Context: an optimization exercise on an open-source flow, tuned for small area and a short achievable clock period. The choices shown serve that exercise and are no tape-out recipe.
Power and IR drop assume default switching activity.

==> flow/design.v <==
`timescale 1ns/1ns
package cpuPkg;
  typedef logic [16-1:0] word_t;
  typedef logic [3:0] regIndex_t;
  typedef enum logic [3:0] {
    OP_NOP   = 4'd0,
    OP_ADD   = 4'd1,
    OP_SUB   = 4'd2,
    OP_AND   = 4'd3,
    OP_OR    = 4'd4,
    OP_XOR   = 4'd5,
    OP_MOVI  = 4'd6,
    OP_ADDI  = 4'd7,
    OP_CMPEQ = 4'd8,
    OP_CMPGT = 4'd9,
    OP_LOAD  = 4'd10,
    OP_BT    = 4'd11,
    OP_BF    = 4'd12,
    OP_JR    = 4'd13
  } opcode_t;
  typedef enum logic [2:0] {
    ALU_PASS, ALU_ADD, ALU_SUB, ALU_AND, ALU_OR, ALU_XOR, ALU_CMPEQ, ALU_CMPGT
  } aluOp_t;
  typedef enum logic [1:0] {MEM_NONE, MEM_LOAD} memOp_t;
  typedef enum logic [2:0] {JUMP_NONE, JUMP_REL, JUMP_REG} jumpOp_t;
  typedef enum logic [1:0] {BYP_FILE, BYP_EX, BYP_ME, BYP_IMM} bypassSel_t;
endpackage
`timescale 1ns/1ns
module adder16 (
  input  logic [15:0] a,
  input  logic [15:0] b,
  input  logic        cin,
  output logic [15:0] sum,
  output logic        c15,
  output logic [15:0] andAB,
  output logic [15:0] xorAB
);
  logic [15:0] g, p, gp;
  assign andAB = a & b;
  assign xorAB = a ^ b;
  always_comb begin
    g = andAB;
    p = xorAB;
    g[0] = g[0] | (p[0] & cin);
    gp = p;
    for (int l = 0; l < 4; l++) begin
      for (int i = 15; i >= 0; i--) begin
        if (((i >> l) & 1) == 1) begin
          g[i]  = g[i] | (gp[i] & g[((i >> l) << l) - 1]);
          gp[i] = gp[i] & gp[((i >> l) << l) - 1];
        end
      end
    end
  end
  assign sum = p ^ {g[14:0], cin};
  assign c15 = g[14];
endmodule
module addS8 (
  input  logic [15:0] a,
  input  logic [7:0]  b,
  output logic [15:0] y
);
  logic [7:0] g, p, gp, hi, inc, dec;
  logic       allOnes, allZeros, carry;
  always_comb begin
    g = a[7:0] & b;
    p = a[7:0] ^ b;
    gp = p;
    for (int l = 0; l < 3; l++) begin
      for (int i = 7; i >= 0; i--) begin
        if (((i >> l) & 1) == 1) begin
          g[i]  = g[i] | (gp[i] & g[((i >> l) << l) - 1]);
          gp[i] = gp[i] & gp[((i >> l) << l) - 1];
        end
      end
    end
    carry = g[7];
    hi = a[15:8];
    allOnes  = 1'b1;
    allZeros = 1'b1;
    for (int i = 0; i < 8; i++) begin
      inc[i]   = hi[i] ^ allOnes;
      dec[i]   = hi[i] ^ allZeros;
      allOnes  = allOnes & hi[i];
      allZeros = allZeros & !hi[i];
    end
    y[7:0] = p ^ {g[6:0], 1'b0};
    if (carry && !b[7])      y[15:8] = inc;
    else if (!carry && b[7]) y[15:8] = dec;
    else                     y[15:8] = hi;
  end
endmodule
`timescale 1ns/1ns
module cpu (
  input  logic          clk,
  input  logic          reset,
  output logic [15:0]   bAddr,
  input  logic [15:0]   bMemRead,
  output logic [15:0]   aAddr,
  input  logic [15:0]   aMemRead,
  output logic [15:0]   ifPc,
  output logic [15:0]   ifIr,
  output logic [15:0]   exCalResult,
  output logic [1:0]    exMemControl,
  output logic [3:0]    meRegisterT,
  output logic          meWriteEnable,
  output logic [15:0]   meCalResult,
  output logic          tFlag,
  output logic [175:0]  registerValue
);
  logic [15:0] pc;
  logic [15:0] idIr;
  logic        inDelaySlot;
  logic [3:0]  exRegisterT;
  logic        exWriteEnable;
  logic        exLoad;
  logic [15:0] regs [11];
  logic [15:0] opS, opM;
  logic        sFromEx, sFromMe, mFromEx, mFromMe;
  logic [3:0] op;
  assign op = idIr[15:12];
  logic isAdd, isSub, isAnd, isOr, isXor, isMovi, isAddi, isCmpEq, isCmpGt, isLoad;
  logic isBt, isBf, isJr;
  assign isAdd   = op == 4'd1;
  assign isSub   = op == 4'd2;
  assign isAnd   = op == 4'd3;
  assign isOr    = op == 4'd4;
  assign isXor   = op == 4'd5;
  assign isMovi  = op == 4'd6;
  assign isAddi  = op == 4'd7;
  assign isCmpEq = op == 4'd8;
  assign isCmpGt = op == 4'd9;
  assign isLoad  = op == 4'd10;
  assign isBt    = op == 4'd11;
  assign isBf    = op == 4'd12;
  assign isJr    = op == 4'd13;
  logic decWriteEnable;
  assign decWriteEnable = (op >= 4'd1 && op <= 4'd7) || isLoad;
  logic [15:0] rs, rm;
  assign rs = sFromEx ? exCalResult : (sFromMe ? meCalResult : opS);
  assign rm = mFromEx ? exCalResult : (mFromMe ? meCalResult : opM);
  logic        invert, carryIn;
  logic [15:0] bOp, p, g, sum;
  logic        c15;
  assign bOp    = rm ^ {16{invert}};
  adder16 aluAdder (.a(rs), .b(bOp), .cin(carryIn), .sum(sum), .c15(c15), .andAB(g), .xorAB(p));
  logic gt, eq;
  assign gt = (!rs[15] && rm[15]) || ((!rs[15] || rm[15]) && c15);
  assign eq = p == 16'd0;
  logic [15:0] result;
  logic selSum, selG, selP, selRm;
  assign selSum = isAdd || isAddi || isSub;
  assign selG   = isAnd || isOr;
  assign selP   = isXor || isOr;
  assign selRm  = !(selSum || selG || selP);
  assign result = ({16{selSum}} & sum) | ({16{selG}} & g) | ({16{selP}} & p) | ({16{selRm}} & rm);
  logic tNext;
  assign tNext = isCmpGt ? gt : eq;
  logic [7:0] immA;
  always_comb begin
    if (isMovi)      immA = idIr[7:0];
    else if (isAddi) immA = {{4{idIr[3]}}, idIr[3:0]};
    else if (isLoad) immA = {4'b0, idIr[3:0]};
    else             immA = 8'd0;
  end
  logic [15:0] addrNext;
  addS8 addrAdder (.a(rs), .b(immA), .y(addrNext));
  logic jumpRel, jumpReg;
  assign jumpRel = !inDelaySlot && ((isBt && tFlag) || (isBf && !tFlag));
  assign jumpReg = !inDelaySlot && isJr;
  logic [15:0] pcAdd;
  addS8 pcAdder (.a(pc), .b(jumpRel ? idIr[7:0] : 8'd1), .y(pcAdd));
  logic [15:0] nxtIr;
  assign nxtIr = {reset ? 8'd0 : bMemRead[15:8], bMemRead[7:0]};
  logic [3:0] nS, nM;
  logic       nImm;
  assign nS   = bMemRead[7:4];
  assign nM   = bMemRead[3:0];
  assign nImm = nxtIr[15:13] == 3'b011;   
  logic [15:0] readS, readM, immM;
  logic sMeHit, mMeHit;
  assign sMeHit = meWriteEnable && meRegisterT == nS;
  assign mMeHit = meWriteEnable && meRegisterT == nM;
  always_comb begin
    readS = sMeHit && nS < 4'd11 ? meCalResult : 16'd0;
    readM = mMeHit && nM < 4'd11 ? meCalResult : 16'd0;
    for (int i = 0; i < 11; i++) begin
      readS = readS | ({16{nS == 4'(i) && !sMeHit}} & regs[i]);
      readM = readM | ({16{nM == 4'(i) && !mMeHit}} & regs[i]);
    end
  end
  assign immM = nxtIr[12] ? {{12{nxtIr[3]}}, nxtIr[3:0]} : {{8{nxtIr[7]}}, nxtIr[7:0]};
  always_ff @(posedge clk) begin
    if (reset) begin
      pc            <= 16'd0;
      exWriteEnable <= 1'b0;
      meWriteEnable <= 1'b0;
      tFlag         <= 1'b0;
      meCalResult   <= 16'd0;
    end else begin
      pc            <= jumpReg ? rs : pcAdd;
      exWriteEnable <= decWriteEnable;
      meWriteEnable <= exWriteEnable;
      if (isCmpEq || isCmpGt) tFlag <= tNext;
      meCalResult   <= exLoad ? aMemRead : exCalResult;
    end
    idIr        <= nxtIr;
    invert      <= nxtIr[15:12] == 4'd2 || nxtIr[15:12] == 4'd9;
    carryIn     <= nxtIr[15:12] == 4'd2;
    inDelaySlot <= jumpRel || jumpReg;
    exLoad      <= isLoad;
    opS         <= readS;
    opM         <= nImm ? immM : readM;
    sFromEx     <= nS < 4'd11 && decWriteEnable && idIr[11:8] == nS;
    sFromMe     <= nS < 4'd11 && exWriteEnable && exRegisterT == nS;
    mFromEx     <= !nImm && nM < 4'd11 && decWriteEnable && idIr[11:8] == nM;
    mFromMe     <= !nImm && nM < 4'd11 && exWriteEnable && exRegisterT == nM;
    exCalResult <= result;
    exRegisterT <= idIr[11:8];
    aAddr       <= addrNext;
    meRegisterT <= exRegisterT;
  end
  logic [15:0] writeValue;
  assign writeValue = reset ? 16'd0 : meCalResult;
  always_ff @(posedge clk) begin
    for (int i = 0; i < 11; i++) begin
      if (reset || (meWriteEnable && meRegisterT == 4'(i))) regs[i] <= writeValue;
    end
  end
  always_comb begin
    for (int i = 0; i < 11; i++) registerValue[16*i +: 16] = regs[i];
  end
  assign bAddr        = pc;
  assign ifPc         = pc;
  assign ifIr         = bMemRead;
  assign exMemControl = {1'b0, exLoad};
endmodule
clock: 6.0 ns
lec_check: 0
cap_margin: 20
core_margin: 2
core_utilization: 40
setup_slack_margin: 3.0
slew_margin: 20
standard.sh (not shown) runs the stock make flow with config.mk's settings and CLKGATE_MAP_FILE= SYNTH_SCRIPT=/design/flow/synth_recipe.tcl, a recipe that flattens the netlist after the stock synthesis.
==> flow/flow/run.sh <==
#!/bin/bash
# The standard layout, with these changes:
#  - synthesis: flow/my_synth.tcl (abc scripts flow/map.abc for the adder
#    modules, flow/top.abc for the rest; no full/half adder cells);
#  - ports are buffered with the smallest buffer instead of a delay cell;
#  - clock tree synthesis without dummy loads.
# Everything else (floorplan, tap cells, power grid, placement, CTS,
# routing) is the standard flow's own flow, run through standard.sh.
set -euo pipefail
here=$(pwd)
bash standard.sh ADDER_MAP_FILE= SYNTH_SCRIPT="$here/flow/my_synth.tcl" \
  "BUFFER_PORTS_ARGS=-buffer_cell sky130_fd_sc_hd__buf_1" \
  "CTS_ARGS=-sink_clustering_enable -repair_clock_nets -dont_use_dummy_load -sink_clustering_size 20 -buf_list sky130_fd_sc_hd__clkbuf_4" \
  finish > "$here/standard_flow.log" 2>&1
==> flow/flow/map.abc <==
strash
map
topo
stime -c
buffer -c
upsize -c
dnsize -c
==> flow/flow/my_synth.tcl <==
# The standard synthesis script (synth_recipe.tcl) with two changes:
#  - abc maps the adder modules with flow/map.abc (plain mapping of the
#    prefix trees as written) and the rest with flow/top.abc (area-leaning),
#    instead of ORFS's speed script;
#  - the adder modules keep their own hierarchy while abc maps, so abc sees
#    each adder alone; they are flattened at the end, as synth_recipe.tcl does.
# Flip-flops are mapped before abc and all live in the top module, so the
# registers, their names and cells are those of the standard synthesis.
set ::my_dir [file dirname [file normalize [info script]]]
set ::my_keep_done 0
proc abc {args} {
  set i [lsearch -exact $args -script]
  if { $i < 0 } { yosys abc {*}$args; return }
  set j [expr {$i + 1}]
  yosys abc {*}[lreplace $args $j $j $::my_dir/map.abc] adder16 addS8
  yosys abc {*}[lreplace $args $j $j $::my_dir/top.abc] cpu
}
proc synth {args} {
  if { !$::my_keep_done } {
    set ::my_keep_done 1
    yosys setattr -mod -set keep_hierarchy 1 adder16 addS8
  }
  yosys synth -nofsm -noshare {*}$args
}
source $::env(SCRIPTS_DIR)/synth.tcl
# left out here: clear keep_hierarchy, flatten, clean up, hide names made inside functions, write 1_2_yosys.v
==> flow/flow/top.abc <==
strash
&get -n
&fraig -x
&put
scorr
dc2
strash
&get -n
&dch -f
&nf
&put
Then changed:
--- a/flow/design.v
+++ b/flow/design.v
@@ -175,21 +175,19 @@
   logic [3:0] nS, nM;
   logic       nImm;
   assign nS   = bMemRead[7:4];
   assign nM   = bMemRead[3:0];
   assign nImm = nxtIr[15:13] == 3'b011;   
   logic [15:0] readS, readM, immM;
-  logic sMeHit, mMeHit;
-  assign sMeHit = meWriteEnable && meRegisterT == nS;
-  assign mMeHit = meWriteEnable && meRegisterT == nM;
-  always_comb begin
-    readS = sMeHit && nS < 4'd11 ? meCalResult : 16'd0;
-    readM = mMeHit && nM < 4'd11 ? meCalResult : 16'd0;
+  logic [15:0] regsNext [11];
+  always_comb begin
+    readS = 16'd0;
+    readM = 16'd0;
     for (int i = 0; i < 11; i++) begin
-      readS = readS | ({16{nS == 4'(i) && !sMeHit}} & regs[i]);
-      readM = readM | ({16{nM == 4'(i) && !mMeHit}} & regs[i]);
+      readS = readS | ({16{nS == 4'(i)}} & regsNext[i]);
+      readM = readM | ({16{nM == 4'(i)}} & regsNext[i]);
     end
   end
   assign immM = nxtIr[12] ? {{12{nxtIr[3]}}, nxtIr[3:0]} : {{8{nxtIr[7]}}, nxtIr[7:0]};
   always_ff @(posedge clk) begin
     if (reset) begin
       pc            <= 16'd0;
@@ -219,16 +217,21 @@
     exRegisterT <= idIr[11:8];
     aAddr       <= addrNext;
     meRegisterT <= exRegisterT;
   end
   logic [15:0] writeValue;
   assign writeValue = reset ? 16'd0 : meCalResult;
+  always_comb begin
+    for (int i = 0; i < 11; i++) begin
+      logic we;
+      we = reset || (meWriteEnable && meRegisterT == 4'(i));
+      regsNext[i] = ({16{we}} & writeValue) | ({16{!we}} & regs[i]);
+    end
+  end
   always_ff @(posedge clk) begin
-    for (int i = 0; i < 11; i++) begin
-      if (reset || (meWriteEnable && meRegisterT == 4'(i))) regs[i] <= writeValue;
-    end
+    for (int i = 0; i < 11; i++) regs[i] <= regsNext[i];
   end
   always_comb begin
     for (int i = 0; i < 11; i++) registerValue[16*i +: 16] = regs[i];
   end
   assign bAddr        = pc;
   assign ifPc         = pc;
Effect: Power shrinks by about a fifth; setup slack is about the same; global-route usage grows by 6.8 points; design area rises by a few percent; non-clock buffer count grows by 5; core utilization goes down by 1.0 points.
Function was not checked in any run of this note: the RTL went through the layout flow alone.

## separate check: timing with driven ports
In the flow no input, the clock included, has a driving cell. The finished layouts below were timed again as built, in two steps. Step 1 assumes that a clkbuf_16 drives the clock port and a buf_2 every other input. Step 2 moves the port delays by t, midway between the first and last clock arrival at a register: inputs arrive t later, outputs are due t later. That takes back most of the time a late clock gives input paths. a / b / c = ideal ports / drivers / drivers and shift; a / b = the first two.
run | t, ns | slack for setup (ns) | hold WS [ns] | worst setup path at the end | clock arrival spread, ns
the first run | 0.815 | 2.997 / 3.015 / 2.209 | 0.395 / 0.395 / 0.395 | input to register | 0.090 / 0.090
the second run | 0.826 | 2.999 / 3.006 / 2.202 | 0.382 / 0.382 / 0.382 | input to register | 0.069 / 0.070
After both steps every run listed still meets setup and hold. For the second run, which loses most, drivers alone change the setup slack by +0.007 ns; drivers and shift together by -0.797 ns.
